From an optimization exercise on the open Yosys and OpenROAD flow, aimed at small area, a short achievable clock period and few clock cycles; shortcuts taken in it are not production practice.
Where RTL was checked, it was by simulation tests only, not by an equivalence proof against the original.
The RTL of runs 3 and 4 was laid out without a check of its function.
Power and IR drop assume default switching activity.

$ cat design/flow/standard.sh
#!/bin/bash
# synth_recipe.tcl (not shown) runs the flow's synth.tcl, then flattens the netlist and writes it again
# the make line also repeats each setting of config.mk as NAME=value (left out here)
make -C /OpenROAD-flow-scripts/flow DESIGN_CONFIG=/design/flow/config.mk WORK_HOME=/design/flow/orfs CLKGATE_MAP_FILE= SYNTH_SCRIPT=/design/flow/synth_recipe.tcl "${@:-finish}"
$ cat design/flow/flow/run.sh
#!/bin/bash
# Standard synthesis and layout; ports are buffered with buf_2 cells and the
# layout's timing repair aims for extra setup slack (the clock period and
# constraints are unchanged).
set -euo pipefail
bash standard.sh synth > synth.log 2>&1
bash standard.sh "BUFFER_PORTS_ARGS=-buffer_cell sky130_fd_sc_hd__buf_2" SETUP_SLACK_MARGIN=9.1 finish > layout.log 2>&1
$ cat design/flow/design.v
module rc_frame_drive_command (
    input  logic        clk,
    input  logic        rst_n,
    input  logic        rx_valid,
    output logic        rx_ready,
    input  logic [7:0]  rx_byte,
    input  logic        rx_buffer_end,
    input  logic        rx_quick_stop_enabled,
    output logic        cmd_valid,
    input  logic        cmd_ready,
    output logic        cmd_frame_valid,
    output logic signed [9:0] cmd_linear_velocity,
    output logic signed [9:0] cmd_angular_velocity,
    output logic        cmd_manual_mode,
    output logic        cmd_startup_set,
    output logic [2:0]  cmd_startup_value,
    output logic [1:0]  cmd_stop_code,
    input  logic        cfg_we,
    input  logic [7:0]  cfg_wdata
);
    localparam logic [1:0] C4_DOWN = 2'd1;
    localparam logic [1:0] C4_UP   = 2'd2;
    localparam logic [1:0] C4_MID  = 2'd3;
    localparam logic [1:0] S11_MID  = 2'd0;
    localparam logic [1:0] S11_UP   = 2'd1;
    localparam logic [1:0] S11_DOWN = 2'd2;
    logic [4:0] cnt;             
    logic       ok;              
    logic       rdy_n;           
    logic       cp, cp_qs;       
    logic       cp2;             
    logic       cv;
    logic       sel_s;           
    logic       op_init, op_corr, op_any;  
    logic [10:0] wt, ws;         
    logic [8:0]  rem;
    logic        f_ge, f_le;     
    logic [1:0]  c4p;
    logic        sw9p;
    logic [1:0]  s11p;
    logic [7:0]  thr;
    logic [8:0]  ht, hs;         
    logic [1:0]  c4h;
    logic        sw9h;
    logic        sset_n;         
    logic [2:0]  sval_x;         
    logic [9:0]  lin, ang;
    logic        fv_o;
    logic [1:0]  stop_o;
    logic fire, fire_end, c1;
    assign fire     = rx_valid & ~rdy_n;
    assign fire_end = fire & rx_buffer_end;
    assign c1       = cp & ~cp2 & ~cv;
    logic cp_n, cp2_n, cv_n;
    always_comb begin
        cp_n  = fire_end | (cp & ~c1);
        cp2_n = c1;
        cv_n  = cp2 | (cv & ~cmd_ready);
    end
    always_ff @(posedge clk or negedge rst_n) begin
        if (!rst_n) begin
            cnt <= '0;
            cp  <= 1'b0;
            cp2 <= 1'b0;
            cv  <= 1'b0;
            rdy_n <= 1'b0;
        end else begin
            if (fire)
                cnt <= rx_buffer_end ? 5'd0 : (cnt == 5'd25) ? cnt : cnt + 5'd1;
            cp  <= cp_n;
            cp2 <= cp2_n;
            cv  <= cv_n;
            rdy_n <= cp_n & (cp2_n | cv_n);
        end
    end
    always_ff @(posedge clk) begin
        if (fire) begin
            if (rx_buffer_end && cnt < 5'd24)
                ok <= 1'b0;
            else if (cnt == 5'd0)
                ok <= (rx_byte == 8'h0f);
            else if (cnt == 5'd24)
                ok <= ok & (rx_byte == 8'h00);
            sel_s   <= cnt >= 5'd13;
            op_init <= !rx_buffer_end && (cnt == 5'd3 || cnt == 5'd13);
            op_corr <= !rx_buffer_end && (cnt == 5'd12 || cnt == 5'd22);
            op_any  <= !rx_buffer_end && cnt >= 5'd3 && cnt <= 5'd22;
        end
        if (fire_end)
            cp_qs <= rx_quick_stop_enabled;
    end
    always_ff @(posedge clk) begin
        if (fire) begin
            case (cnt)
                5'd6: begin    
                    f_ge <= rx_byte[7:4] >= 4'd14;
                    f_le <= rx_byte[7:4] <= 4'd2;
                end
                5'd13: begin   
                    f_ge <= rx_byte[7:3] >= 5'd30;
                    f_le <= rx_byte[7:3] <= 5'd18;
                end
                5'd16: begin   
                    f_ge <= rx_byte[7:1] >= 7'd30;
                    f_le <= rx_byte[7:1] <= 7'd50;
                end
                default: ;
            endcase
            if (cnt == 5'd7) begin    
                if (rx_byte[6:0] > 7'd105 || (rx_byte[6:0] == 7'd105 && f_ge))
                    c4p <= C4_UP;
                else if (rx_byte[6:0] < 7'd19 || (rx_byte[6:0] == 7'd19 && f_le))
                    c4p <= C4_DOWN;
                else
                    c4p <= C4_MID;
            end
            if (cnt == 5'd14)         
                sw9p <= rx_byte[5:0] < 6'd9 || (rx_byte[5:0] == 6'd9 && f_le);
            if (cnt == 5'd17) begin   
                if (rx_byte[3:0] > 4'd13 || (rx_byte[3:0] == 4'd13 && f_ge))
                    s11p <= S11_DOWN;
                else if (rx_byte[3:0] < 4'd2 || (rx_byte[3:0] == 4'd2 && f_le))
                    s11p <= S11_UP;
                else
                    s11p <= S11_MID;
            end
        end
    end
    logic        d_init, d_step, d_corr, d_op;
    logic [10:0] wsrc, wnew;
    logic        neg;
    logic [8:0]  th1, th2, k0, k1, k2, kk;
    logic [8:0]  xin, kq, base, binc, yinc;
    logic [7:0]  aconst;
    logic        ge1, ge2, ci;
    logic [8:0]  rem_n, rem_i;
    always_comb begin
        d_init = op_init;
        d_corr = op_corr;
        d_op   = op_any;
        d_step = op_any & ~op_init & ~op_corr;
        wsrc   = sel_s ? ws : wt;
        neg   = sel_s ? (wsrc >= 11'd938) : (wsrc >= 11'd1001);
        rem_i = (wsrc[10:8] == 3'd7) ? 9'd3 : 9'(wsrc[10:8] * 6'd50);
        case ({d_corr, wsrc[10]})
            2'b00:   begin th1 = 9'd174; th2 = 9'd347; k0 = 9'd0;  k1 = 9'(-347); k2 = 9'(-694); end
            2'b01:   begin th1 = 9'd149; th2 = 9'd322; k0 = 9'd50; k1 = 9'(-297); k2 = 9'(-644); end
            2'b10:   begin th1 = 9'd0;   th2 = 9'd33;  k0 = 9'd0;  k1 = 9'd0;      k2 = 9'd0;      end
            default: begin th1 = 9'd0;   th2 = 9'd32;  k0 = 9'd0;  k1 = 9'd0;      k2 = 9'd0;      end
        endcase
        ge1 = rem >= th1;
        ge2 = rem >= th2;
        kk  = ge2 ? k2 : ge1 ? k1 : k0;
        rem_n = {rem[7:0], 1'b0} + kk;
        aconst = (sel_s ? 8'd135 : 8'd144) + {7'd0, wsrc[10]};
        xin  = wsrc[8:0] ^ {9{d_corr}};
        kq   = d_corr ? {1'b0, aconst} : 9'd0;
        ci   = ge2 ^ d_corr;
        base = xin + kq;
        binc = base + 9'd1;
        yinc = ci ? binc : base;
        if (d_init)
            wnew = {wsrc[7:0], neg, 1'b0, (wsrc[10:8] == 3'd7)};
        else
            wnew = {wsrc[9], yinc, ge1 & ~ge2 & ~d_corr};
    end
    always_ff @(posedge clk) begin
        if (fire) begin
            if (cnt == 5'd2)
                wt[4:0] <= rx_byte[7:3];
            if (cnt == 5'd3)
                wt[10:5] <= rx_byte[5:0];
            if (cnt == 5'd5)
                ws[6:0] <= rx_byte[7:1];
            if (cnt == 5'd6)
                ws[10:7] <= rx_byte[3:0];
            if (d_op) begin
                if (sel_s)
                    ws <= wnew;
                else
                    wt <= wnew;
            end
            if (d_init) begin
                rem <= rem_i;
            end else if (d_step)
                rem <= rem_n;
        end
    end
    logic [1:0] c4_new;
    logic [8:0] thrm;
    logic [7:0] at, as;
    logic       get, ges;
    always_comb begin
        c4_new = ok ? c4p : c4h;
        thrm = {1'b0, thr} - 9'd1;
        at   = ht[7:0] ^ {8{ht[8]}};
        as   = hs[7:0] ^ {8{hs[8]}};
        get  = ($signed({2'b00, at}) + $signed({~thrm[8], ~thrm}) + $signed({9'd0, ht[8]})) >= 0;
        ges  = ($signed({2'b00, as}) + $signed({~thrm[8], ~thrm}) + $signed({9'd0, hs[8]})) >= 0;
    end
    always_ff @(posedge clk or negedge rst_n) begin
        if (!rst_n) begin
            thr  <= 8'd10;
            c4h  <= C4_MID;
            sw9h <= 1'b0;
            sset_n <= 1'b0;
            sval_x <= 3'd0;
            lin  <= '0;
            ang  <= '0;
        end else begin
            if (cfg_we)
                thr <= cfg_wdata;
            if (c1 && ok) begin
                c4h  <= c4p;
                sw9h <= sw9p;
                case (s11p)
                    S11_MID:  begin sset_n <= 1'b0; sval_x <= 3'd0; end   
                    S11_DOWN: begin sset_n <= 1'b0; sval_x <= 3'd3; end   
                    default: begin
                        sset_n <= sval_x[2];
                        sval_x <= {1'b1, 1'b0, sval_x[2]};
                    end
                endcase
            end
            if (cp2 && sw9h) begin
                lin <= get ? {ht[8], ht} + {ht, 1'b0} : '0;
                ang <= ges ? {hs, 1'b0} : '0;
            end
        end
    end
    always_ff @(posedge clk) begin
        if (c1 && ok) begin
            ht <= wt[9:1];
            hs <= ws[9:1];
        end
    end
    always_ff @(posedge clk) begin
        if (c1) begin
            fv_o   <= ok;
            stop_o <= cp_qs ? c4_new : 2'd0;
        end
    end
    assign rx_ready             = ~rdy_n;
    assign cmd_valid            = cv;
    assign cmd_frame_valid      = fv_o;
    assign cmd_linear_velocity  = lin;
    assign cmd_angular_velocity = ang;
    assign cmd_manual_mode      = sw9h;
    assign cmd_startup_set      = ~sset_n;
    assign cmd_startup_value    = {~sval_x[2], sval_x[1], ~sval_x[0]};
    assign cmd_stop_code        = stop_o;
endmodule
$ cat design/flow/config.mk
export PLATFORM = sky130hd
export DESIGN_NAME = rc_frame_drive_command
export DESIGN_NICKNAME = rc_frame_drive_command
export VERILOG_FILES = /design/flow/design.v
export SDC_FILE = /design/flow/constraint.sdc
export NUM_CORES = 4
export LEC_CHECK = 0
export ABC_AREA = 1
export CAP_MARGIN = 20
export CORE_MARGIN = 2
export CORE_UTILIZATION = 40
export SLEW_MARGIN = 20
$ cat design/flow/constraint.sdc
create_clock -name core_clock -period 13.0 [get_ports {clk}]
set_input_delay 2.6000 -clock core_clock [delete_from_list [all_inputs] [get_ports {clk}]]
set_output_delay 2.6000 -clock core_clock [all_outputs]
set_load 0.01 [all_outputs]
==> results_tabular.tex, run 1 <==
\begin{tabular}{lr}
\hline
Metric & Value \\
\hline
\multicolumn{2}{l}{\textbf{Cells and area}} \\
\quad Area of all placed cells without fillers & 0.008242 mm² \\
\quad Most common library cell in the layout ignoring fill and taps & nand2\_1 \\
\quad Area growth, synth to finish & 10.93\% \\
\quad Area occupied by multi-input gates & 0.003870 mm² \\
\quad Sequential cell area & 0.003033 mm² \\
\quad Final standard cell count with taps included and fillers excluded & 1189 \\
\quad Diodes inserted & 0 \\
\quad Final layout net count & 1044 \\
\quad Share of final-layout standard cells stronger than drive strength 1 & 11.56\% \\
\quad Count of fill cells added during filler insertion & 1836 \\
\quad Highest-count cells in the layout ignoring fill and taps & 222 x nand2\_1, 110 x inv\_1, 73 x o21ai\_0 \\
\multicolumn{2}{l}{\textbf{Floorplan}} \\
\quad Placement Rows & 49 \\
\quad Overall die width & 140.3 µm \\
\quad Core Region & 0.01809 mm² \\
\quad Chip height & 140.3 µm \\
\quad Total Die Area & 0.01968 mm² \\
\quad Num ports & 53 \\
\quad Effective utilization at floorplan & 41.08\% \\
\multicolumn{2}{l}{\textbf{Place}} \\
\quad IO buf count & 51 \\
\quad Number of instances in the placed design & 1170 \\
\quad Final RePlAce weighted congestion & 0.9028 \\
\quad HPWL reported at the end of detailed placement & 13680 µm \\
\quad Post-DP Area & 0.007884 mm² \\
\multicolumn{2}{l}{\textbf{CTS}} \\
\quad Maximum level of the CTS H-tree & 3 \\
\quad Clock tree from TritonCTS & yes \\
\quad Root buffer selected by CTS & clkbuf\_16 \\
\quad Clk Latency, worst-skew pair & 0.35 ns \\
\quad Total number of clock tree sinks & 108 \\
\quad Clock transition at the registers of the reported paths & 0.07 ns \\
\quad Total CTS buffers & 9 \\
\quad Clock Path Buffers & 2 \\
\multicolumn{2}{l}{\textbf{STA}} \\
\quad Total negative slack for setup checks & 0 ns \\
\quad Endpoints failing hold & 0 \\
\quad Slew at the pin closest to its max-slew limit & 0.9280 ns \\
\quad Clock period minus final worst setup slack & 3.773 ns \\
\quad Final setup vio count & 0 \\
\quad Final number of max-transition violations & 0 \\
\quad Setup clock skew after layout & 0.008749 ns \\
\quad RSZ-0062 raised after global routing & yes \\
\quad Post-route clock period utilization & 29.02\% \\
\quad Relative slew margins & 38.13\% \\
\quad Fmax & 265.1 MHz \\
\multicolumn{2}{l}{\textbf{Global routing}} \\
\quad First-pass GRT wire length & 29320 µm \\
\quad Tot GR Track Use & 18.31\% \\
\quad Global route overflow & 0 \\
\quad Initial antenna violation count & 0 \\
\quad Via count of the first global-routing pass & 5895 \\
\quad Largest net degree at the start of global routing & 44 \\
\multicolumn{2}{l}{\textbf{Synthesis}} \\
\quad Post-synthesis register bit count & 108 \\
\quad Synthesized Nets & 997 \\
\quad Most common flop cell mapped by yosys & edfxtp\_1 \\
\quad Proportion of synthesized chip area in sequential cells & 40.82\% \\
\quad Cells after synthesis & 908 \\
\quad Yosys Warn Count & 1 \\
\quad Share of flip-flops with an asynchronous set or reset & 39.81\% \\
\quad EDFF count, synth & 65 \\
\quad Number of library cell types mapped by synthesis & 54 \\
\quad Average cell area after synthesis & 8.182 µm² \\
\quad Synthesized area & 0.007430 mm² \\
\multicolumn{2}{l}{\textbf{Worst setup path}} \\
\quad Largest fanout of any net on the critical path & 28 \\
\quad CP max stage delay & 0.60 ns \\
\quad Critical path's slowest cell & clkinvlp\_4 \\
\quad Kind of end point of the critical path & flop \\
\quad CP Launch Type & primary input \\
\quad Crit path cell chain & buf\_2 -> nand2\_1 -> clkinvlp\_4 -> o21ai\_0 -> inv\_1 \\
\quad Crit path required time & 13.11 ns \\
\quad Type of the worst setup path & in -> reg \\
\quad Data arrival at the endpoint of the critical path & 3.88 ns \\
\multicolumn{2}{l}{\textbf{Run status}} \\
\quad Status & complete, no violations \\
\multicolumn{2}{l}{\textbf{Drt}} \\
\quad DR vias & 6091 \\
\quad DRC & 0 \\
\quad Number of nets still failing antenna checks after routing & 0 \\
\quad Routed WL & 17690 µm \\
\quad Initial DRC count & 324 \\
\quad First-pass detailed-route iteration total & 5 \\
\quad Average detailed-routed wire length per instance & 14.87 µm \\
\quad Via count normalized by instance count & 5.123 \\
\multicolumn{2}{l}{\textbf{Hold path}} \\
\quad Worst min-delay path class & reg -> reg \\
\multicolumn{2}{l}{\textbf{Pwr}} \\
\quad IR drop worst, VDD & 0.0001291 V \\
\quad Leakage power figure & 3.933 nW \\
\quad PD cells & 208.6 mW/mm² \\
\quad Overall power & 1.719 mW \\
\multicolumn{2}{l}{\textbf{Job}} \\
\quad Max-capacitance violation count & 0 \\
\hline
\end{tabular}
[synth_stat cells, drive strengths merged (2+ instances only)]
master  number  area share, %
edfxtp      65             26
o211ai      10            1.0
nand4        5           0.42
buf         13            1.1
o21ai       82            5.6
nor2        65            3.5
inv        118            6.0
or2          4           0.37
xor2        34            4.0
ha          63             11
a31oi        5           0.42
o21a         3           0.30
and2         2           0.20
dfstp        4            1.4
fa           3           0.81
nand3       66            4.7
nand3b       7           0.71
nor4         3           0.25
mux2i        4           0.54
nand2      231             12
o22ai        6           0.51
a21o         3           0.30
a21oi       35            2.4
o21bai       3           0.30
clkbuf       8           0.40
nor3         8           0.54
dfrtp       39             13
xnor2        6           0.71
[power breakdown]
group / total, mW / switching, mW / leakage, nW / internal [mW]
clock network: 0.276 / 0.125 / 0.144 / 0.151
logic: 0.859 / 0.538 / 2.63 / 0.320
registers: 0.585 / 0.0828 / 1.16 / 0.502
total: 1.72 / 0.746 / 3.93 / 0.973
[metrics by stage]
| step | hold WS [ns] | util (%) | setup WS, ns |
|---|---|---|---|
| after CTS | 0.4581 | 45.31 | 9.101 |
| after global placement | 0.4334 | 43.59 | 8.721 |
| after detailed placement | 0.4417 | 43.59 | 8.557 |
| after floorplan | 0.4255 | - | 9.106 |
| final | 0.4530 | 45.57 | 9.227 |
| after global routing | 0.4770 | 45.57 | 9.086 |
[flip-flops by register name, summed over array words and instances, names as in the netlist, 2 cells and up]
register and cells:
stop_o 2, hs 9, sval_x 3, wt 11, ws 11, c4p 2, ang 9, lin 10
rem 9, s11p 2, c4h 2, ht 9, cnt 5, thr 8
[path summary, 6_finish.rpt]
check                      startpoint  slack (ns)     end  depth (start not counted)
min in group asynchronous       rst_n        2.32  ang[9]                          2
hold / removal                   sw9p        0.45    sw9h                          2
hold reg to reg                  sw9p        0.45    sw9h                          2
max in group asynchronous       rst_n       10.26  cnt[0]                          2
setup reg to reg                sel_s        9.39   ws[7]                         18
setup / recovery             rx_valid        9.23    f_ge                          5
[per-layer routing]
| layer | GRT usage (%) | vias to the layer above | share of wire (%) |
|---|---|---|---|
| li1 | - | 3125 | - |
| met1 | 24.99 | 2815 | 48 |
| met2 | 30.88 | 133 | 47 |
| met3 | 3.077 | 18 | 4.1 |
| met4 | 3.721 | 0 | 1.3 |
| met5 | 0 | - | 0 |
[final cells by class]
type	instances	share of cell area, %
flip-flops and latches	108	36.80
inverters	119	5.541
well taps	229	3.477
clock inverters	5	0.7135
clock buffers	11	2.824
repair buffers	57	3.689
multi-input cells	660	46.96
[critical path, delay by kind of cell]
kind	cells	cell delay, ns
AOI/OAI and AO/OA	1	0.24
and+or+nand+nor	1	0.25
buffers and inverters	3	0.78
[logic make-up (layout without fill, tap and decap cells)]
logic type               after synthesis  after routing  share of synthesized area (%)
AND/OR/NAND/NOR                      391            391                          22.80
AO/OA/AOI/OAI                        157            157                          11.97
other                                  1              1                        0.05047
buffers and inverters                140            192                          7.528
adder cells (fa/ha/maj)               66             66                          11.42
flip-flops                           108            108                          40.82
XOR/XNOR                              40             40                          4.715
multiplexers                           5              5                         0.6905
[what timing repair did]
item / 4_1_cts / 5_1_grt
setup endpoints to repair: 20 / 4
resized for setup: 1 / 13
hold buffers: 0 / 0
pin swaps: 0 / 1
setup buffers: 2 / 1
Testbench counts, summed over its fixed seeds: cycles 48,105.
==> run 2, diff against run 1 <==
--- a/design/flow/flow/run.sh
+++ b/design/flow/flow/run.sh
@@ -6,2 +6,2 @@
 bash standard.sh synth > synth.log 2>&1
-bash standard.sh "BUFFER_PORTS_ARGS=-buffer_cell sky130_fd_sc_hd__buf_2" SETUP_SLACK_MARGIN=9.1 finish > layout.log 2>&1
+bash standard.sh "BUFFER_PORTS_ARGS=-buffer_cell sky130_fd_sc_hd__buf_2" SETUP_SLACK_MARGIN=9.5 finish > layout.log 2>&1
==> run 2 against run 1 <==
Register-to-register slack improved by 0.16 ns. Still clean on timing, DRC and antenna. Core utilization increased by 2.2 points. Setup slack improved by 0.26 ns.
==> results_tabular.tex, run 2 <==
\begin{tabular}{lr}
\hline
Metric & Value \\
\hline
\multicolumn{2}{l}{\textbf{Synthesis}} \\
\quad Synthesized area & 0.007430 mm² \\
\quad Cell types occupying the most area after synthesis & edfxtp\_1 26\%, dfrtp\_1 13\%, nand2\_1 11\%, ha\_1 11\%, inv\_1 5.7\% \\
\quad EDFF count, synth & 65 \\
\quad Yosys Warn Count & 1 \\
\quad Most common library cells after synthesis & 223 x nand2\_1, 112 x inv\_1, 76 x o21ai\_0 \\
\quad Post-synth top area cell & edfxtp\_1 \\
\quad Share of flip-flops with an asynchronous set or reset & 39.81\% \\
\quad Proportion of synthesized chip area in sequential cells & 40.82\% \\
\quad Number of library cell types mapped by synthesis & 54 \\
\quad Synthesized Nets & 997 \\
\quad Dominant cell by count in the synthesized netlist & nand2\_1 \\
\quad Cells after synthesis & 908 \\
\quad Most common flop cell mapped by yosys & edfxtp\_1 \\
\quad Portion of synthesized cell area occupied by the leading cell type & 26.27\% \\
\quad Average cell area after synthesis & 8.182 µm² \\
\quad Post-synthesis register bit count & 108 \\
\multicolumn{2}{l}{\textbf{Floorplan}} \\
\quad Placement Rows & 49 \\
\quad Effective utilization at floorplan & 41.08\% \\
\quad Num ports & 53 \\
\quad Total Die Area & 0.01968 mm² \\
\quad Core Region & 0.01809 mm² \\
\quad Overall die width & 140.3 µm \\
\quad Chip height & 140.3 µm \\
\multicolumn{2}{l}{\textbf{Pwr}} \\
\quad Clock network fraction of design power & 15.2\% \\
\quad Part of the total power dissipated in combinational logic & 53.0\% \\
\quad PD cells & 212.7 mW/mm² \\
\quad Leakage power figure & 4.095 nW \\
\quad IR drop worst, VDD & 0.0001455 V \\
\quad Internal power summed over all cells & 1.049 mW \\
\quad Switching power total & 789.6 µW \\
\quad Sequential cell fraction of total power & 31.9\% \\
\quad Switching part of the total power & 42.94\% \\
\multicolumn{2}{l}{\textbf{Worst setup path}} \\
\quad CP max stage delay & 0.40 ns \\
\quad Data arrival at the endpoint of the critical path & 0.91 ns \\
\quad Crit path required time & 10.40 ns \\
\quad Critical path's slowest cell & dfrtp\_1 \\
\quad Setup slack, reg-to-reg & 9.55 ns \\
\quad CP Launch Type & flop \\
\quad Largest fanout of any net on the critical path & 2 \\
\quad Crit path cell chain & inv\_2 -> buf\_6 \\
\quad Kind of end point of the critical path & output pin \\
\quad Type of the worst setup path & reg -> out \\
\multicolumn{2}{l}{\textbf{Cells and area}} \\
\quad Count of fill cells added during filler insertion & 1781 \\
\quad Area of all placed cells without fillers & 0.008643 mm² \\
\quad Highest-count cells in the layout ignoring fill and taps & 215 x nand2\_1, 105 x inv\_1, 68 x o21ai\_0 \\
\quad Most common library cell in the layout ignoring fill and taps & nand2\_1 \\
\quad Share of final-layout standard cells stronger than drive strength 1 & 17.55\% \\
\quad Diodes inserted & 0 \\
\quad Final layout net count & 1070 \\
\quad Largest regs & ws (11), wt (11), lin (10) \\
\quad Area growth, synth to finish & 16.34\% \\
\multicolumn{2}{l}{\textbf{STA}} \\
\quad Total negative slack for setup checks & 0 ns \\
\quad Post-route worst hold slack & 0.4454 ns \\
\quad Final Worst Setup Slack & 9.489 ns \\
\quad Final setup vio count & 0 \\
\quad Post-route clock period utilization & 27.01\% \\
\quad Endpoints failing hold & 0 \\
\quad RSZ-0062 raised after global routing & yes \\
\quad Setup clock skew after layout & 0.01032 ns \\
\quad Fmax & 284.8 MHz \\
\quad Final number of max-transition violations & 0 \\
\quad Relative slew margins & 47.64\% \\
\quad Slew at the pin closest to its max-slew limit & 0.7772 ns \\
\quad Clock period minus final worst setup slack & 3.511 ns \\
\multicolumn{2}{l}{\textbf{Run status}} \\
\quad Status & complete, no violations \\
\multicolumn{2}{l}{\textbf{Global routing}} \\
\quad Largest net degree at the start of global routing & 44 \\
\quad First-pass GRT wire length & 29370 µm \\
\quad Via count of the first global-routing pass & 5991 \\
\quad Tot GR Track Use & 18.56\% \\
\quad Global route overflow & 0 \\
\quad Initial antenna violation count & 0 \\
\multicolumn{2}{l}{\textbf{CTS}} \\
\quad Clock Path Buffers & 2 \\
\quad Root buffer selected by CTS & clkbuf\_16 \\
\quad Clock tree from TritonCTS & yes \\
\quad Total CTS buffers & 9 \\
\quad Total number of clock tree sinks & 108 \\
\quad Clk Latency, worst-skew pair & 0.35 ns \\
\quad Maximum level of the CTS H-tree & 3 \\
\quad Clock transition at the registers of the reported paths & 0.07 ns \\
\multicolumn{2}{l}{\textbf{Job}} \\
\quad Max-capacitance violation count & 0 \\
\multicolumn{2}{l}{\textbf{Place}} \\
\quad HPWL reported at the end of detailed placement & 13670 µm \\
\quad Post-DP Area & 0.007903 mm² \\
\quad Final RePlAce weighted congestion & 0.9177 \\
\quad IO buf count & 51 \\
\quad DP Worst Slack & 8.779 ns \\
\multicolumn{2}{l}{\textbf{Hold path}} \\
\quad Worst min-delay path class & reg -> reg \\
\multicolumn{2}{l}{\textbf{Drt}} \\
\quad Number of nets still failing antenna checks after routing & 0 \\
\quad First-pass detailed-route iteration total & 8 \\
\quad Average detailed-routed wire length per instance & 14.75 µm \\
\quad DRC & 0 \\
\quad DR vias & 6256 \\
\quad Via count normalized by instance count & 5.149 \\
\quad Routed WL & 17920 µm \\
\quad Initial DRC count & 412 \\
\hline
\end{tabular}
## run 2: kinds of logic after synthesis
family / after synthesis / share of synthesized area, %
fa+ha+maj: 66 / 11.42
xor+xnor: 40 / 4.715
other cells: 1 / 0.05047
buf+inv: 140 / 7.528
mux: 5 / 0.6905
compound gates: 157 / 11.97
simple gates: 391 / 22.80
flops: 108 / 40.82
## run 2: worst max-delay path: cells and delay by family (launching register included)
kind | cells | cell delay (ns)
flops | 1 | 0.40
buf+inv | 2 | 0.16
## run 2: per-layer routing
metal / routed length (µm) / GRT usage, %
met5: 0 / 0
met1: 8139 / 24.26
met2: 8520 / 31.19
met4: 323 / 5.901
met3: 936 / 3.556
## run 2: per-stage QoR
stage	cells	util, %	power, mW
2_1_floorplan	908	-	1.209
3_3_place_gp	1169	43.69	1.430
3_5_place_dp	1169	43.69	1.438
4_1_cts	1194	45.92	1.748
5_1_grt	1215	47.79	2.012
6_report	1215	47.79	1.839
## run 2: what timing repair did
action                                  CTS  global route
pin swaps                                 2            11
endpoints found under the setup margin   33            49
gates resized for setup                  12            48
gates cloned                              1             0
hold buffers                              0             0
buffers inserted                          8            21
## run 2: final cells by class
cell class	instances	area, µm²	area share (%)
multi-input combinational	660	4029	46.61
sequential	108	3033	35.09
timing repair buffer	82	528.0	6.109
inverter	119	457.9	5.298
tap	229	286.5	3.315
clock buffer	11	242.7	2.808
clock inverter	5	58.81	0.6804
timing repair inverter	1	7.507	0.08686
## run 2: final timing paths
check / from / to / cells after the start
max in group asynchronous: rst_n / cnt[0] / 1
min reg2reg: sw9p / sw9h / 2
min in group asynchronous: rst_n / ang[9] / 1
max: sval_x[2] / cmd_startup_value[2] / 2
min: sw9p / sw9h / 2
max reg2reg: sel_s / rem[7] / 21
## run 2: power by group through the flow
| stage | Combinational [mW] | Clock [mW] | Sequential, mW |
|---|---|---|---|
| after global routing | 1.12 | 0.300 | 0.597 |
| after CTS | 0.876 | 0.289 | 0.583 |
| after global placement | 0.835 | 0 | 0.595 |
| final | 0.974 | 0.279 | 0.586 |
| after detailed placement | 0.844 | 0 | 0.595 |
| after floorplan | 0.636 | 0 | 0.573 |
==> run 3, diff against run 2 <==
--- a/design/flow/design.v
+++ b/design/flow/design.v
@@ -132,3 +132,3 @@
     logic [8:0]  th1, th2, k0, k1, k2, kk;
-    logic [8:0]  xin, kq, base, binc, yinc;
+    logic [8:0]  xin, kq, yinc;
     logic [7:0]  aconst;
@@ -158,5 +158,3 @@
         ci   = ge2 ^ d_corr;
-        base = xin + kq;
-        binc = base + 9'd1;
-        yinc = ci ? binc : base;
+        yinc = xin + kq + {8'd0, ci};
         if (d_init)
==> run 3 against run 2 <==
Final cell count rose by 0.25%. Sequential power barely moved. Sequential share of layout area rose by 0.18 points. Setup slack got worse by 0.015 ns. Final area fell by 0.52%. Area after synthesis fell by 1.5%. Worst hold slack improved by 0.012 ns. Non-clock buffer count rose by 14. Via count rose by 0.77%. Sequential cell count did not move. Clock skew fell by 0.0011 ns. Global-route usage rose by 0.066 points.
==> results_tabular.tex, run 3 <==
\begin{tabular}{lr}
\hline
Metric & Value \\
\hline
\multicolumn{2}{l}{\textbf{Run status}} \\
\quad Status & complete, no violations \\
\multicolumn{2}{l}{\textbf{Synthesis}} \\
\quad Dominant cell by count in the synthesized netlist & nand2\_1 \\
\quad Post-synth top area cell & edfxtp\_1 \\
\quad Cell types occupying the most area after synthesis & edfxtp\_1 27\%, dfrtp\_1 13\%, nand2\_1 12\%, ha\_1 10\%, inv\_1 5.6\% \\
\quad Average cell area after synthesis & 8.151 µm² \\
\quad Number of library cell types mapped by synthesis & 45 \\
\quad Synthesized area & 0.007320 mm² \\
\quad Synthesized Nets & 985 \\
\quad Yosys Warn Count & 1 \\
\quad Cells after synthesis & 898 \\
\quad Proportion of synthesized chip area in sequential cells & 41.44\% \\
\quad Portion of synthesized cell area occupied by the leading cell type & 26.67\% \\
\quad Most common flop cell mapped by yosys & edfxtp\_1 \\
\quad Most common library cells after synthesis & 237 x nand2\_1, 110 x inv\_1, 74 x o21ai\_0 \\
\quad Share of flip-flops with an asynchronous set or reset & 39.81\% \\
\quad EDFF count, synth & 65 \\
\quad Post-synthesis register bit count & 108 \\
\multicolumn{2}{l}{\textbf{STA}} \\
\quad Slew at the pin closest to its max-slew limit & 1.017 ns \\
\quad Endpoints failing hold & 0 \\
\quad Fmax & 283.6 MHz \\
\quad Relative slew margins & 31.92\% \\
\quad Setup clock skew after layout & 0.009204 ns \\
\quad Final number of max-transition violations & 0 \\
\quad Final Worst Setup Slack & 9.474 ns \\
\quad Final setup vio count & 0 \\
\quad RSZ-0062 raised after global routing & yes \\
\quad Total negative slack for setup checks & 0 ns \\
\quad Clock period minus final worst setup slack & 3.526 ns \\
\quad Post-route clock period utilization & 27.12\% \\
\multicolumn{2}{l}{\textbf{Floorplan}} \\
\quad Overall die width & 139.3 µm \\
\quad Effective utilization at floorplan & 40.75\% \\
\quad Total Die Area & 0.01940 mm² \\
\quad Core Region & 0.01796 mm² \\
\quad Chip height & 139.3 µm \\
\quad Placement Rows & 49 \\
\quad Num ports & 53 \\
\multicolumn{2}{l}{\textbf{Global routing}} \\
\quad Largest net degree at the start of global routing & 44 \\
\quad Tot GR Track Use & 18.63\% \\
\quad Global route overflow & 0 \\
\quad First-pass GRT wire length & 29240 µm \\
\quad Initial antenna violation count & 0 \\
\quad Via count of the first global-routing pass & 5841 \\
\multicolumn{2}{l}{\textbf{CTS}} \\
\quad Total number of clock tree sinks & 108 \\
\quad Clk Latency, worst-skew pair & 0.36 ns \\
\quad Clock Path Buffers & 2 \\
\quad Root buffer selected by CTS & clkbuf\_16 \\
\quad Count of hold buffers inserted by post-cts repair & 0 \\
\quad Clock tree from TritonCTS & yes \\
\quad Maximum level of the CTS H-tree & 3 \\
\quad Clock transition at the registers of the reported paths & 0.08 ns \\
\quad Total CTS buffers & 9 \\
\multicolumn{2}{l}{\textbf{Pwr}} \\
\quad Leakage power figure & 4.064 nW \\
\quad PD cells & 205.7 mW/mm² \\
\quad IR drop worst, VDD & 0.0001184 V \\
\multicolumn{2}{l}{\textbf{Cells and area}} \\
\quad Area of all placed cells without fillers & 0.008598 mm² \\
\quad Layout Utilization & 47.87\% \\
\quad Area growth, synth to finish & 17.47\% \\
\quad Final standard cell count with taps included and fillers excluded & 1218 \\
\quad Final layout net count & 1071 \\
\quad Highest-count cells in the layout ignoring fill and taps & 227 x nand2\_1, 102 x inv\_1, 69 x o21ai\_0 \\
\quad Diodes inserted & 0 \\
\quad Most common library cell in the layout ignoring fill and taps & nand2\_1 \\
\quad Share of final-layout standard cells stronger than drive strength 1 & 18.30\% \\
\quad Largest regs & ws (11), wt (11), lin (10) \\
\multicolumn{2}{l}{\textbf{Place}} \\
\quad Number of instances in the placed design & 1157 \\
\quad IO buf count & 51 \\
\quad Post-DP Area & 0.007830 mm² \\
\quad DP Worst Slack & 8.765 ns \\
\quad HPWL reported at the end of detailed placement & 13420 µm \\
\quad Final RePlAce weighted congestion & 0.9033 \\
\multicolumn{2}{l}{\textbf{Worst setup path}} \\
\quad Startpoint of the lowest-slack register-to-register path & sel\_s \\
\quad Source of the critical timing path & sval\_x[2] \\
\quad CP Launch Type & flop \\
\quad Kind of end point of the critical path & output pin \\
\quad Type of the worst setup path & reg -> out \\
\quad Crit path cell chain & inv\_2 -> buf\_6 \\
\quad Crit path required time & 10.40 ns \\
\quad CP max stage delay & 0.40 ns \\
\quad Critical path's slowest cell & dfrtp\_1 \\
\quad Data arrival at the endpoint of the critical path & 0.93 ns \\
\quad Buf+Inv Stages, Crit Path & 2 \\
\quad Largest fanout of any net on the critical path & 2 \\
\quad Category of cells accounting for the largest share of critical-path delay & flip-flops \\
\multicolumn{2}{l}{\textbf{Drt}} \\
\quad DRC & 0 \\
\quad Via count normalized by instance count & 5.176 \\
\quad Initial DRC count & 414 \\
\quad Routed WL & 18090 µm \\
\quad Number of nets still failing antenna checks after routing & 0 \\
\quad First-pass detailed-route iteration total & 5 \\
\quad Average detailed-routed wire length per instance & 14.86 µm \\
\quad DR vias & 6304 \\
\multicolumn{2}{l}{\textbf{Hold path}} \\
\quad Worst min-delay path class & reg -> reg \\
\quad Start point of the worst min-delay path & wt[3] \\
\multicolumn{2}{l}{\textbf{Job}} \\
\quad Max-capacitance violation count & 0 \\
\hline
\end{tabular}
run 3: path summary, 6_finish.rpt:
| kind | end | slack (ns) | depth (start not counted) |
|---|---|---|---|
| min in group asynchronous | ang[8] | 2.22 | 1 |
| hold reg to reg | ht[2] | 0.46 | 0 |
| setup / recovery | cmd_startup_value[2] | 9.47 | 2 |
| hold / removal | ht[2] | 0.46 | 0 |
| setup reg to reg | ws[9] | 9.55 | 25 |
| max in group asynchronous | c4h[0] | 10.39 | 1 |
run 3: kinds of logic (layout without fill, tap and decap cells):
logic type / count (synthesis) / count (layout) / synth area share (%)
and+or+nand+nor: 396 / 396 / 22.79
AOI/OAI and AO/OA: 152 / 152 / 11.69
buffers and inverters: 136 / 227 / 7.641
DFF: 108 / 108 / 41.44
adders and majority gates: 64 / 64 / 11.35
xor gates and xnor gates: 37 / 37 / 4.427
muxes: 4 / 4 / 0.6153
other: 1 / 1 / 0.05123
run 3: metal layers:
metal / global-route usage, % / routed length [µm] / vias to the layer above / share of wire (%)
met5: 0 / 0 / - / 0
met2: 30.91 / 8607 / 192 / 48
met4: 5.795 / 407 / 0 / 2.2
met3: 3.648 / 1073 / 36 / 5.9
met1: 24.68 / 8005 / 2903 / 44
li1: - / - / 3173 / -
run 3: through the flow:
step	total power [mW]	hold WS (ns)
6_report	1.768	0.4572
5_1_grt	1.923	0.4655
4_1_cts	1.697	0.4565
3_5_place_dp	1.381	0.4338
3_3_place_gp	1.372	0.4320
2_1_floorplan	1.164	0.4255
run 3: cell type report:
class | count | area [µm²]
Inverter | 114 | 442.9
Sequential cell | 108 | 3033
Timing Repair Buffer | 96 | 621.8
Fill cell | 1748 | 9365
Timing Repair inverter | 1 | 7.507
Tap cell | 229 | 286.5
Clock inverter | 7 | 70.07
Multi-Input combinational cell | 654 | 3911
Clock buffer | 9 | 225.2
run 3: power breakdown:
| group | total (mW) | leakage [nW] | internal, mW | switching (mW) |
|---|---|---|---|---|
| clock network | 0.274 | 0.134 | 0.135 | 0.139 |
| logic | 0.909 | 2.77 | 0.373 | 0.536 |
| registers | 0.586 | 1.16 | 0.500 | 0.0856 |
| total | 1.77 | 4.06 | 1.01 | 0.761 |
run 3: what timing repair did:
action | in CTS | in global routing
resized for setup | 15 | 21
buffers inserted | 16 | 28
endpoints found under the setup margin | 37 | 53
cloned | 1 | 0
pin swaps | 8 | 12
hold endpoints to repair | 0 | 0
==> run 4, diff against run 3 <==
--- a/design/flow/flow/run.sh
+++ b/design/flow/flow/run.sh
@@ -6,2 +6,2 @@
 bash standard.sh synth > synth.log 2>&1
-bash standard.sh "BUFFER_PORTS_ARGS=-buffer_cell sky130_fd_sc_hd__buf_2" SETUP_SLACK_MARGIN=9.5 finish > layout.log 2>&1
+bash standard.sh "BUFFER_PORTS_ARGS=-buffer_cell sky130_fd_sc_hd__buf_2" SETUP_SLACK_MARGIN=9.4 finish > layout.log 2>&1
==> run 4 against run 3 <==
Power decreased by 4.3%. Sequential share of layout area grew 1.3 points. Clock-buffer cell count stayed put. Wire length decreased by 1.8%. Critical path type is now reg -> reg. Global-route usage fell by 0.21 points. First-iteration DRC count increased by 0.48%. Maximum frequency shrank 3.1%. Largest power group unchanged. Largest cell class unchanged. Highest routed layer unchanged. Clock skew shrank 0.0013 ns.
==> results_tabular.tex, run 4 <==
\begin{tabular}{lr}
\hline
Metric & Value \\
\hline
\multicolumn{2}{l}{\textbf{Run status}} \\
\quad Status & complete, no violations \\
\multicolumn{2}{l}{\textbf{Worst setup path}} \\
\quad Cells on worst reg2reg path & 24 \\
\quad Type of the worst setup path & reg -> reg \\
\quad Setup slack, reg-to-reg & 9.36 ns \\
\quad CP Launch Type & flop \\
\quad Source of the critical timing path & sel\_s \\
\quad Crit path required time & 13.11 ns \\
\quad Data arrival at the endpoint of the critical path & 3.75 ns \\
\quad Capture point of the worst path & wt[9] \\
\quad Startpoint of the lowest-slack register-to-register path & sel\_s \\
\quad Kind of end point of the critical path & flop \\
\quad Reg-to-Reg End & wt[9] \\
\quad Largest fanout of any net on the critical path & 4 \\
\multicolumn{2}{l}{\textbf{Synthesis}} \\
\quad Average cell area after synthesis & 8.151 µm² \\
\quad Most common flop cell mapped by yosys & edfxtp\_1 \\
\quad Share of flip-flops with an asynchronous set or reset & 39.81\% \\
\quad EDFF count, synth & 65 \\
\quad Dominant cell by count in the synthesized netlist & nand2\_1 \\
\quad Most common library cells after synthesis & 237 x nand2\_1, 110 x inv\_1, 74 x o21ai\_0 \\
\quad Number of library cell types mapped by synthesis & 45 \\
\quad Post-synth top area cell & edfxtp\_1 \\
\quad Synthesized area & 0.007320 mm² \\
\quad Cell types occupying the most area after synthesis & edfxtp\_1 27\%, dfrtp\_1 13\%, nand2\_1 12\%, ha\_1 10\%, inv\_1 5.6\% \\
\quad Proportion of synthesized chip area in sequential cells & 41.44\% \\
\quad Post-synthesis register bit count & 108 \\
\quad Synthesized Nets & 985 \\
\quad Cells after synthesis & 898 \\
\quad Yosys Warn Count & 1 \\
\quad Portion of synthesized cell area occupied by the leading cell type & 26.67\% \\
\multicolumn{2}{l}{\textbf{Cells and area}} \\
\quad Area growth, synth to finish & 13.42\% \\
\quad Diodes inserted & 0 \\
\quad Share of final-layout standard cells stronger than drive strength 1 & 14.88\% \\
\quad Most common library cell in the layout ignoring fill and taps & nand2\_1 \\
\quad Highest-count cells in the layout ignoring fill and taps & 229 x nand2\_1, 105 x inv\_1, 71 x o21ai\_0 \\
\quad Count of fill cells added during filler insertion & 1751 \\
\quad Largest regs & ws (11), wt (11), lin (10) \\
\quad Final layout net count & 1043 \\
\multicolumn{2}{l}{\textbf{Pwr}} \\
\quad Sequential cell fraction of total power & 34.5\% \\
\quad IR drop worst, VDD & 0.00009211 V \\
\quad Switching part of the total power & 43.75\% \\
\quad Switching power total & 740.2 µW \\
\quad Clock network fraction of design power & 15.4\% \\
\quad Internal power summed over all cells & 951.8 µW \\
\quad Overall power & 1.692 mW \\
\quad PD cells & 203.8 mW/mm² \\
\quad Part of the total power dissipated in combinational logic & 50.1\% \\
\quad Leakage power figure & 3.909 nW \\
\multicolumn{2}{l}{\textbf{CTS}} \\
\quad Root buffer selected by CTS & clkbuf\_16 \\
\quad Clock tree from TritonCTS & yes \\
\quad Count of hold buffers inserted by post-cts repair & 0 \\
\quad Maximum level of the CTS H-tree & 3 \\
\quad Total number of clock tree sinks & 108 \\
\quad Clock transition at the registers of the reported paths & 0.07 ns \\
\quad Clock Path Buffers & 2 \\
\quad Total CTS buffers & 9 \\
\quad Clk Latency, worst-skew pair & 0.36 ns \\
\multicolumn{2}{l}{\textbf{Global routing}} \\
\quad Global route overflow & 0 \\
\quad First-pass GRT wire length & 28760 µm \\
\quad Initial antenna violation count & 0 \\
\quad Tot GR Track Use & 18.42\% \\
\quad Via count of the first global-routing pass & 5747 \\
\quad Largest net degree at the start of global routing & 44 \\
\multicolumn{2}{l}{\textbf{STA}} \\
\quad Final number of max-transition violations & 0 \\
\quad RSZ-0062 raised after global routing & yes \\
\quad Clock period minus final worst setup slack & 3.639 ns \\
\quad Post-route clock period utilization & 27.99\% \\
\quad Relative slew margins & 39.42\% \\
\quad Total negative slack for setup checks & 0 ns \\
\quad Setup clock skew after layout & 0.007931 ns \\
\quad Endpoints failing hold & 0 \\
\quad Fmax & 274.8 MHz \\
\quad Slew at the pin closest to its max-slew limit & 0.9087 ns \\
\quad Final setup vio count & 0 \\
\quad Post-route worst hold slack & 0.4452 ns \\
\multicolumn{2}{l}{\textbf{Floorplan}} \\
\quad Core Region & 0.01796 mm² \\
\quad Overall die width & 139.3 µm \\
\quad Num ports & 53 \\
\quad Total Die Area & 0.01940 mm² \\
\quad Chip height & 139.3 µm \\
\quad Effective utilization at floorplan & 40.75\% \\
\quad Placement Rows & 49 \\
\multicolumn{2}{l}{\textbf{Job}} \\
\quad Max-capacitance violation count & 0 \\
\multicolumn{2}{l}{\textbf{Drt}} \\
\quad First-pass detailed-route iteration total & 6 \\
\quad Via count normalized by instance count & 5.176 \\
\quad DRC & 0 \\
\quad Initial DRC count & 416 \\
\quad DR vias & 6159 \\
\quad Average detailed-routed wire length per instance & 14.92 µm \\
\quad Routed WL & 17760 µm \\
\quad Number of nets still failing antenna checks after routing & 0 \\
\multicolumn{2}{l}{\textbf{Place}} \\
\quad HPWL reported at the end of detailed placement & 13370 µm \\
\quad IO buf count & 51 \\
\quad Final RePlAce weighted congestion & 0.9161 \\
\multicolumn{2}{l}{\textbf{Hold path}} \\
\quad Worst min-delay path class & reg -> reg \\
\hline
\end{tabular}
==> run 4: cell counts after synthesis <==
Identical to the previous run, type by type.
==> run 4: worst max-delay path, stage by stage (launching register included) <==
cell and delay [ns]:
edfxtp_1 0.52, buf_6 0.18, o21ai_4 0.19, nand2_4 0.11
ha_4 0.31, nand2_4 0.05, nor3_4 0.17, nand3_2 0.10
nand3_2 0.11, xor2_1 0.15, inv_1 0.07, fa_2 0.37
inv_2 0.07, fa_2 0.20, inv_2 0.04, nand3_2 0.05
nand2_2 0.06, nand2_2 0.08, nand2_2 0.08, nand3_2 0.09
nand2_1 0.05, nand2_1 0.06, nand3_2 0.08, nand3_2 0.11
nand2_1 0.06
==> run 4: cell families after synthesis <==
group           count (synthesis)  share of synthesized area [%]
compound gates                152                          11.69
xor+xnor                       37                          4.427
fa+ha+maj                      64                          11.35
buf+inv                       136                          7.641
flops                         108                          41.44
mux                             4                         0.6153
other cells                     1                        0.05123
simple gates                  396                          22.79
==> run 4: final cells by class <==
| class | count | area [µm²] | area share (%) |
|---|---|---|---|
| inverter | 114 | 442.9 | 5.335 |
| sequential | 108 | 3033 | 36.53 |
| timing repair inverter | 1 | 7.507 | 0.09043 |
| tap | 229 | 286.5 | 3.451 |
| clock buffer | 9 | 225.2 | 2.713 |
| timing repair buffer | 68 | 392.9 | 4.732 |
| multi-input combinational | 654 | 3862 | 46.53 |
| clock inverter | 7 | 51.30 | 0.6179 |
==> run 4: power by group through the flow <==
| stage | combinational [mW] | sequential [mW] | clock, mW |
|---|---|---|---|
| after floorplan | 0.587 | 0.569 | 0 |
| after global placement | 0.776 | 0.594 | 0 |
| after detailed placement | 0.781 | 0.595 | 0 |
| after CTS | 0.811 | 0.582 | 0.268 |
| after global routing | 0.963 | 0.596 | 0.281 |
| final | 0.848 | 0.583 | 0.261 |
==> run 4: stage by stage <==
step           instance area, µm²  std cells  worst slack (ns)  utilization, %
6_report                     8302       1190             9.361           46.21
3_3_place_gp                 7809       1158             8.878           43.47
4_1_cts                      8187       1187             9.389           45.57
3_5_place_dp                 7809       1158             8.767           43.47
2_1_floorplan                7373        898             9.447               -
5_1_grt                      8302       1190             9.166           46.21
==> run 4: what timing repair did <==
action	in CTS	in global routing
pin swaps	9	15
gates resized for setup	6	24
gates cloned	1	0
setup endpoints to repair	25	44
setup buffers	12	3
==> run 4: per-layer routing <==
metal / global-route usage, % / wire [µm] / vias up
li1: - / - / 3118
met1: 23.87 / 7752 / 2831
met2: 31.48 / 8714 / 185
met3: 3.544 / 985 / 25
met4: 5.263 / 308 / 0
met5: 0 / 0 / -
==> run 4: worst min-delay path by stage <==
stage	startpoint	endpoint	cells past startpoint
after floorplan	sw9p	sw9h	2
after global placement	sw9p	sw9h	2
after detailed placement	sw9p	sw9h	2
after CTS	sw9p	sw9h	2
after global routing	wt[8]	ht[7]	0
final	sw9p	sw9h	2
==> run 5, diff against run 4 <==
--- a/design/flow/design.v
+++ b/design/flow/design.v
@@ -132,3 +132,3 @@
     logic [8:0]  th1, th2, k0, k1, k2, kk;
-    logic [8:0]  xin, kq, yinc;
+    logic [8:0]  xin, kq, base, binc, yinc;
     logic [7:0]  aconst;
@@ -158,3 +158,5 @@
         ci   = ge2 ^ d_corr;
-        yinc = xin + kq + {8'd0, ci};
+        base = xin + kq;
+        binc = base + 9'd1;
+        yinc = ci ? binc : base;
         if (d_init)
==> run 5 against run 4 <==
Still clean. Via count down 0.13%. Combinational power up 6.0%. Power up 2.8%. Clock power down 2%. Core utilization down 0.078 points. Final cell count up 0.50%. Maximum frequency up 1.5%. First-iteration DRC count up 2.2%. Non-clock buffer count down 5. Setup slack better by 0.053 ns. Critical endpoint is now rem[6].
==> results_tabular.tex, run 5 <==
\begin{tabular}{lr}
\hline
Metric & Value \\
\hline
\multicolumn{2}{l}{\textbf{Cells and area}} \\
\quad Diodes inserted & 0 \\
\quad Area growth, synth to finish & 12.31\% \\
\quad Share of final-layout standard cells stronger than drive strength 1 & 14.17\% \\
\quad Most common library cell in the layout ignoring fill and taps & nand2\_1 \\
\quad Highest-count cells in the layout ignoring fill and taps & 217 x nand2\_1, 108 x inv\_1, 70 x o21ai\_0 \\
\quad Count of fill cells added during filler insertion & 1782 \\
\quad Largest regs & ws (11), wt (11), lin (10) \\
\quad Final layout net count & 1051 \\
\multicolumn{2}{l}{\textbf{Drt}} \\
\quad First-pass detailed-route iteration total & 5 \\
\quad Number of nets still failing antenna checks after routing & 0 \\
\quad Average detailed-routed wire length per instance & 14.73 µm \\
\quad DR vias & 6151 \\
\quad Via count normalized by instance count & 5.143 \\
\quad Routed WL & 17620 µm \\
\quad Initial DRC count & 425 \\
\quad DRC & 0 \\
\multicolumn{2}{l}{\textbf{CTS}} \\
\quad Clock tree from TritonCTS & yes \\
\quad Clock transition at the registers of the reported paths & 0.07 ns \\
\quad Clk Latency, worst-skew pair & 0.35 ns \\
\quad Count of hold buffers inserted by post-cts repair & 0 \\
\quad Total number of clock tree sinks & 108 \\
\quad Total CTS buffers & 9 \\
\quad Root buffer selected by CTS & clkbuf\_16 \\
\quad Clock Path Buffers & 2 \\
\quad Maximum level of the CTS H-tree & 3 \\
\multicolumn{2}{l}{\textbf{Worst setup path}} \\
\quad Critical path's slowest cell & a21oi\_1 \\
\quad Category of cells accounting for the largest share of critical-path delay & compound AO/OA/AOI/OAI gates \\
\quad Largest fanout of any net on the critical path & 9 \\
\quad Type of the worst setup path & in -> reg \\
\quad Crit path cell chain & buf\_2 -> nand2\_4 -> a21oi\_1 \\
\quad CP max stage delay & 0.74 ns \\
\quad Buf+Inv Stages, Crit Path & 1 \\
\quad Data arrival at the endpoint of the critical path & 3.56 ns \\
\quad Kind of end point of the critical path & flop \\
\quad CP Launch Type & primary input \\
\quad Crit path required time & 12.98 ns \\
\multicolumn{2}{l}{\textbf{Run status}} \\
\quad Status & complete, no violations \\
\multicolumn{2}{l}{\textbf{STA}} \\
\quad Post-route clock period utilization & 27.58\% \\
\quad Setup clock skew after layout & 0.008396 ns \\
\quad Clock period minus final worst setup slack & 3.585 ns \\
\quad Fmax & 278.9 MHz \\
\quad Final setup vio count & 0 \\
\quad Endpoints failing hold & 0 \\
\quad Final Worst Setup Slack & 9.415 ns \\
\quad Relative slew margins & 37.64\% \\
\quad Total negative slack for setup checks & 0 ns \\
\quad Final number of max-transition violations & 0 \\
\quad Slew at the pin closest to its max-slew limit & 0.9353 ns \\
\quad RSZ-0062 raised after global routing & yes \\
\multicolumn{2}{l}{\textbf{Synthesis}} \\
\quad Average cell area after synthesis & 8.182 µm² \\
\quad Synthesized area & 0.007430 mm² \\
\quad Number of library cell types mapped by synthesis & 54 \\
\quad Simple-gate share of the synthesized area & 22.80\% \\
\quad EDFF count, synth & 65 \\
\quad Portion of synthesized cell area occupied by the leading cell type & 26.27\% \\
\quad Cell types occupying the most area after synthesis & edfxtp\_1 26\%, dfrtp\_1 13\%, nand2\_1 11\%, ha\_1 11\%, inv\_1 5.7\% \\
\quad Most common flop cell mapped by yosys & edfxtp\_1 \\
\quad Most common library cells after synthesis & 223 x nand2\_1, 112 x inv\_1, 76 x o21ai\_0 \\
\quad Largest family of logic cells by synthesized area & simple AND/OR/NAND/NOR gates \\
\quad Compound-gate portion of the synthesized area & 11.97\% \\
\quad Dominant cell by count in the synthesized netlist & nand2\_1 \\
\quad Fraction of the mapped netlist area in adder cells & 11.42\% \\
\quad Share of flip-flops with an asynchronous set or reset & 39.81\% \\
\quad Post-synth top area cell & edfxtp\_1 \\
\quad Synthesized Nets & 997 \\
\quad Yosys Warn Count & 1 \\
\quad Xor-xnor portion of the synthesized cell area & 4.715\% \\
\quad Cells after synthesis & 908 \\
\quad Post-synthesis register bit count & 108 \\
\quad Mux cell area share after synthesis & 0.6905\% \\
\quad Proportion of synthesized chip area in sequential cells & 40.82\% \\
\multicolumn{2}{l}{\textbf{Hold path}} \\
\quad Worst min-delay path class & reg -> reg \\
\multicolumn{2}{l}{\textbf{Floorplan}} \\
\quad Core Region & 0.01809 mm² \\
\quad Num ports & 53 \\
\quad Effective utilization at floorplan & 41.08\% \\
\quad Placement Rows & 49 \\
\quad Chip height & 140.3 µm \\
\quad Overall die width & 140.3 µm \\
\quad Total Die Area & 0.01968 mm² \\
\multicolumn{2}{l}{\textbf{Global routing}} \\
\quad Global route overflow & 0 \\
\quad Via count of the first global-routing pass & 5880 \\
\quad Tot GR Track Use & 18.21\% \\
\quad Largest net degree at the start of global routing & 44 \\
\quad First-pass GRT wire length & 28950 µm \\
\quad Initial antenna violation count & 0 \\
\multicolumn{2}{l}{\textbf{Pwr}} \\
\quad Leakage power figure & 3.964 nW \\
\quad PD cells & 208.4 mW/mm² \\
\quad IR drop worst, VDD & 0.0001206 V \\
\multicolumn{2}{l}{\textbf{Place}} \\
\quad HPWL reported at the end of detailed placement & 13650 µm \\
\quad IO buf count & 51 \\
\quad Final RePlAce weighted congestion & 0.8925 \\
\quad DP Worst Slack & 8.700 ns \\
\multicolumn{2}{l}{\textbf{Job}} \\
\quad Max-capacitance violation count & 0 \\
\hline
\end{tabular}
## run 5: metal layers
layer | track usage, % | vias to the layer above | part of all wire (%)
li1 | - | 3128 | -
met5 | 0 | - | 0
met3 | 2.940 | 27 | 4.8
met2 | 30.42 | 146 | 47
met4 | 4.785 | 0 | 1.6
met1 | 24.73 | 2850 | 46
## run 5: tightest hold or removal path, delay by kind of cell, from the launching register on
kind / cells / cell delay, ns
DFF: 1 / 0.37
and+or+nand+nor: 2 / 0.09
## run 5: power breakdown
part	switching, mW	internal [mW]	total (mW)
Sequential	0.0813	0.502	0.583
Combinational	0.560	0.339	0.899
Clock	0.125	0.131	0.256
Total	0.767	0.972	1.74
## run 5: cell families after synthesis
logic type / Yosys count
other: 1
DFF: 108
and+or+nand+nor: 391
buffers and inverters: 140
AOI/OAI and AO/OA: 157
xor gates and xnor gates: 40
muxes: 5
adders and majority gates: 66
## run 5: path summary, 6_finish.rpt
kind / from / endpoint / slack (ns) / cells past startpoint
setup / recovery: rx_valid / rem[6] / 9.41 / 3
hold / removal: c4h[0] / c4h[0] / 0.46 / 2
setup reg to reg: sel_s / rem[7] / 9.59 / 22
hold reg to reg: c4h[0] / c4h[0] / 0.46 / 2
max in group asynchronous: rst_n / cnt[0] / 10.37 / 1
min in group asynchronous: rst_n / ang[5] / 2.22 / 1
## run 5: layout make-up
type	count	area, µm²	area share (%)
clock buffer	9	225.2	2.699
clock inverter	7	50.05	0.5998
inverter	119	457.9	5.488
multi-input combinational	660	3931	47.11
sequential	108	3033	36.35
tap	229	286.5	3.434
timing repair buffer	63	355.3	4.259
timing repair inverter	1	5.005	0.05998
## run 5: repair_timing
item                       4_1_cts  5_1_grt
setup endpoints to repair       25       40
cloned                           1        0
buffers inserted                 3        6
gates resized for setup          5       30
pin swaps                        1        3
## run 5: stage by stage
step           util, %  cell area, µm²  power [mW]  instances  hold WS, ns
4_1_cts          45.44            8218       1.707       1190       0.4629
2_1_floorplan        -            7443       1.207        908       0.4255
3_5_place_dp     43.67            7898       1.436       1170       0.4458
3_3_place_gp     43.67            7898       1.428       1170       0.4438
5_1_grt          46.14            8344       1.904       1196       0.4842
6_report         46.14            8344       1.739       1196       0.4631
Testbench counts of run 5, summed over its fixed seeds: cycles 48,105.
==> run 6, diff against run 5 <==
--- a/design/flow/config.mk
+++ b/design/flow/config.mk
@@ -11,2 +11,3 @@
 export CORE_UTILIZATION = 40
+export CTS_BUF_LIST = sky130_fd_sc_hd__clkbuf_8
 export SLEW_MARGIN = 20
==> run 6 against run 5 <==
Register-to-register slack barely moved. Synthesized cell count did not move. Highest routed layer unchanged. Via count rose by 1.0%. Critical path type is now reg -> out. First-iteration DRC count fell by 11%. Global-route usage fell by 0.081 points. Combinational power rose by 2%. Sequential cell count did not move. Setup slack improved by 0.016 ns.
==> results_tabular.tex, run 6 <==
\begin{tabular}{lr}
\hline
Metric & Value \\
\hline
\multicolumn{2}{l}{\textbf{Run status}} \\
\quad Status & complete, no violations \\
\multicolumn{2}{l}{\textbf{Pwr}} \\
\quad Internal power summed over all cells & 924.6 µW \\
\quad Leakage power figure & 3.943 nW \\
\quad Switching power total & 766.8 µW \\
\quad PD cells & 202.8 mW/mm² \\
\quad Part of the total power dissipated in combinational logic & 54.3\% \\
\quad Clock network fraction of design power & 11.2\% \\
\quad IR drop worst, VDD & 0.0001219 V \\
\quad Sequential cell fraction of total power & 34.6\% \\
\quad Switching part of the total power & 45.33\% \\
\multicolumn{2}{l}{\textbf{Drt}} \\
\quad DR vias & 6215 \\
\quad Via count normalized by instance count & 5.175 \\
\quad Metal3 WL & 852 µm \\
\quad Average detailed-routed wire length per instance & 14.79 µm \\
\quad DRC & 0 \\
\quad First-pass detailed-route iteration total & 5 \\
\quad Wire length on met1 & 8192 µm \\
\quad Top routing layer in use & met4 \\
\quad Routed WL & 17760 µm \\
\quad WL met2 & 8378 µm \\
\quad Number of nets still failing antenna checks after routing & 0 \\
\quad Initial DRC count & 379 \\
\multicolumn{2}{l}{\textbf{Synthesis}} \\
\quad Most common flop cell mapped by yosys & edfxtp\_1 \\
\quad Dominant cell by count in the synthesized netlist & nand2\_1 \\
\quad Number of library cell types mapped by synthesis & 54 \\
\quad Post-synthesis register bit count & 108 \\
\quad Yosys Warn Count & 1 \\
\quad Average cell area after synthesis & 8.182 µm² \\
\quad Synthesized area & 0.007430 mm² \\
\quad Synthesized Nets & 997 \\
\quad Most common library cells after synthesis & 223 x nand2\_1, 112 x inv\_1, 76 x o21ai\_0 \\
\quad Post-synth top area cell & edfxtp\_1 \\
\quad Share of flip-flops with an asynchronous set or reset & 39.81\% \\
\quad Portion of synthesized cell area occupied by the leading cell type & 26.27\% \\
\quad Cells after synthesis & 908 \\
\quad Cell types occupying the most area after synthesis & edfxtp\_1 26\%, dfrtp\_1 13\%, nand2\_1 11\%, ha\_1 11\%, inv\_1 5.7\% \\
\quad Proportion of synthesized chip area in sequential cells & 40.82\% \\
\quad EDFF count, synth & 65 \\
\multicolumn{2}{l}{\textbf{Cells and area}} \\
\quad Final layout net count & 1056 \\
\quad Area growth, synth to finish & 12.26\% \\
\quad Final standard cell count with taps included and fillers excluded & 1201 \\
\quad Layout Utilization & 46.12\% \\
\quad Share of final-layout standard cells stronger than drive strength 1 & 15.43\% \\
\quad Highest-count cells in the layout ignoring fill and taps & 217 x nand2\_1, 107 x inv\_1, 69 x o21ai\_0 \\
\quad Count of fill cells added during filler insertion & 1779 \\
\quad Largest regs & ws (11), wt (11), lin (10) \\
\quad Diodes inserted & 0 \\
\quad Most common library cell in the layout ignoring fill and taps & nand2\_1 \\
\multicolumn{2}{l}{\textbf{Floorplan}} \\
\quad Placement Rows & 49 \\
\quad Overall die width & 140.3 µm \\
\quad Num ports & 53 \\
\quad Core Region & 0.01809 mm² \\
\quad Effective utilization at floorplan & 41.08\% \\
\quad Total Die Area & 0.01968 mm² \\
\quad Chip height & 140.3 µm \\
\multicolumn{2}{l}{\textbf{CTS}} \\
\quad Root buffer selected by CTS & clkbuf\_8 \\
\quad Clk Latency, worst-skew pair & 0.39 ns \\
\quad Clock Path Buffers & 2 \\
\quad Total number of clock tree sinks & 108 \\
\quad Maximum level of the CTS H-tree & 3 \\
\quad Total CTS buffers & 9 \\
\quad Clock tree from TritonCTS & yes \\
\quad Count of hold buffers inserted by post-cts repair & 0 \\
\quad Clock transition at the registers of the reported paths & 0.11 ns \\
\multicolumn{2}{l}{\textbf{Place}} \\
\quad IO buf count & 51 \\
\quad Number of instances in the placed design & 1170 \\
\quad Final RePlAce weighted congestion & 0.8925 \\
\quad HPWL reported at the end of detailed placement & 13650 µm \\
\multicolumn{2}{l}{\textbf{Hold path}} \\
\quad Worst min-delay path class & reg -> reg \\
\multicolumn{2}{l}{\textbf{STA}} \\
\quad Post-route clock period utilization & 27.46\% \\
\quad Relative slew margins & 54.54\% \\
\quad Setup clock skew after layout & 0.01267 ns \\
\quad Final number of max-transition violations & 0 \\
\quad Endpoints failing hold & 0 \\
\quad Final setup vio count & 0 \\
\quad RSZ-0062 raised after global routing & yes \\
\quad Total negative slack for setup checks & 0 ns \\
\quad Slew at the pin closest to its max-slew limit & 0.6782 ns \\
\quad Fmax & 280.1 MHz \\
\quad Clock period minus final worst setup slack & 3.570 ns \\
\quad Post-route worst hold slack & 0.4674 ns \\
\multicolumn{2}{l}{\textbf{Global routing}} \\
\quad Initial antenna violation count & 0 \\
\quad Global route overflow & 0 \\
\quad Via count of the first global-routing pass & 5869 \\
\quad First-pass GRT wire length & 28810 µm \\
\quad Largest net degree at the start of global routing & 44 \\
\quad Tot GR Track Use & 18.13\% \\
\multicolumn{2}{l}{\textbf{Worst setup path}} \\
\quad Data arrival at the endpoint of the critical path & 0.97 ns \\
\quad Kind of end point of the critical path & output pin \\
\quad Crit path required time & 10.40 ns \\
\quad Type of the worst setup path & reg -> out \\
\quad CP Launch Type & flop \\
\quad Largest fanout of any net on the critical path & 2 \\
\quad Setup slack, reg-to-reg & 9.58 ns \\
\multicolumn{2}{l}{\textbf{Job}} \\
\quad Max-capacitance violation count & 0 \\
\hline
\end{tabular}
[run 6: cell families (layout without fill, tap and decap cells)]
kind of cell               Yosys count  after routing  share of synthesized area [%]
AOI/OAI and AO/OA                  157            157                          11.97
DFF                                108            108                          40.82
buffers and inverters              140            204                          7.528
muxes                                5              5                         0.6905
and+or+nand+nor                    391            391                          22.80
adders and majority gates           66             66                          11.42
xor gates and xnor gates            40             40                          4.715
other                                1              1                        0.05047
[run 6: what timing repair did]
action,4_1_cts,5_1_grt
cloned,0,1
pin swaps,0,6
setup buffers,2,12
endpoints found under the setup margin,24,32
resized for setup,5,41
[run 6: final timing paths]
kind,startpoint,to,cells after the start
min,c4h[0],c4h[0],2
min reg2reg,c4h[0],c4h[0],2
min in group asynchronous,rst_n,ang[5],1
max in group asynchronous,rst_n,cnt[0],1
max,sval_x[2],cmd_startup_value[2],2
max reg2reg,sel_s,rem[7],22
[run 6: layout make-up]
type	instances	area, µm²	share of cell area (%)
tap	229	286.5	3.435
clock inverter	7	50.05	0.6001
timing repair inverter	1	5.005	0.06001
multi-input combinational	660	3983	47.75
inverter	119	457.9	5.491
clock buffer	9	123.9	1.485
timing repair buffer	68	401.6	4.815
sequential	108	3033	36.36
[run 6: layer usage]
metal  vias up  track usage [%]
li1       3141                -
met1      2885            24.62
met2       159            30.11
met3        30            2.940
met4         0            5.104
met5         -                0
[run 6: through the flow]
stage	setup WS, ns	total power [mW]	cell area [µm²]
6_report	9.430	1.691	8341
5_1_grt	9.273	1.859	8341
4_1_cts	9.377	1.637	8102
3_5_place_dp	8.700	1.436	7898
3_3_place_gp	8.828	1.428	7898
2_1_floorplan	9.436	1.207	7443
[run 6: power by group through the flow]
stage          combinational [mW]  clock, mW  sequential (mW)
2_1_floorplan               0.634          0            0.573
3_3_place_gp                0.835          0            0.593
3_5_place_dp                0.843          0            0.594
4_1_cts                     0.859      0.197            0.582
5_1_grt                      1.05      0.209            0.597
6_report                    0.918      0.189            0.584
[run 6: critical path, cell delays in order, from the launching register on]
cell and delay, ns:
dfrtp_1 0.39, inv_1 0.07, buf_2 0.13

static timing again, ports no longer ideal:
No port has a modelled driver above. Below, the same layouts with a new extraction and two added sets of constraints.
Step 1 sets driving cells, clkbuf_16 on the clock port and buf_2 on the other inputs (assumed; they add their load-dependent delay and slew).
Step 2 adds t to the input delays and takes it off the output delays; t is the mean of the earliest and latest rising clock arrival at the registers after step 1. Input paths then give back, and output paths get back, about the clock's delay inside the block.
Slacks: no drivers / after step 1 / after step 2; pairs: no drivers / after step 1.
run | t (ns) | setup WS [ns] | clock arrival spread, ns | cell pins on the clock port's net
run 1 | 0.382 | 9.227 / 9.247 / 8.866 | 0.010 / 0.009 | 1
run 2 | 0.395 | 9.489 / 9.444 / 9.197 | 0.011 / 0.011 | 1
run 3 | 0.399 | 9.474 / 9.432 / 9.220 | 0.010 / 0.010 | 1
run 4 | 0.396 | 9.361 / 9.361 / 9.073 | 0.008 / 0.008 | 1
run 5 | 0.385 | 9.415 / 9.435 / 9.050 | 0.010 / 0.010 | 1
run 6 | 0.414 | 9.430 / 9.396 / 9.057 | 0.013 / 0.014 | 1
After both steps every run listed still meets setup and hold. The setup slack of run 6, which loses most, moves by -0.034 ns with the drivers and by -0.373 ns with both steps.
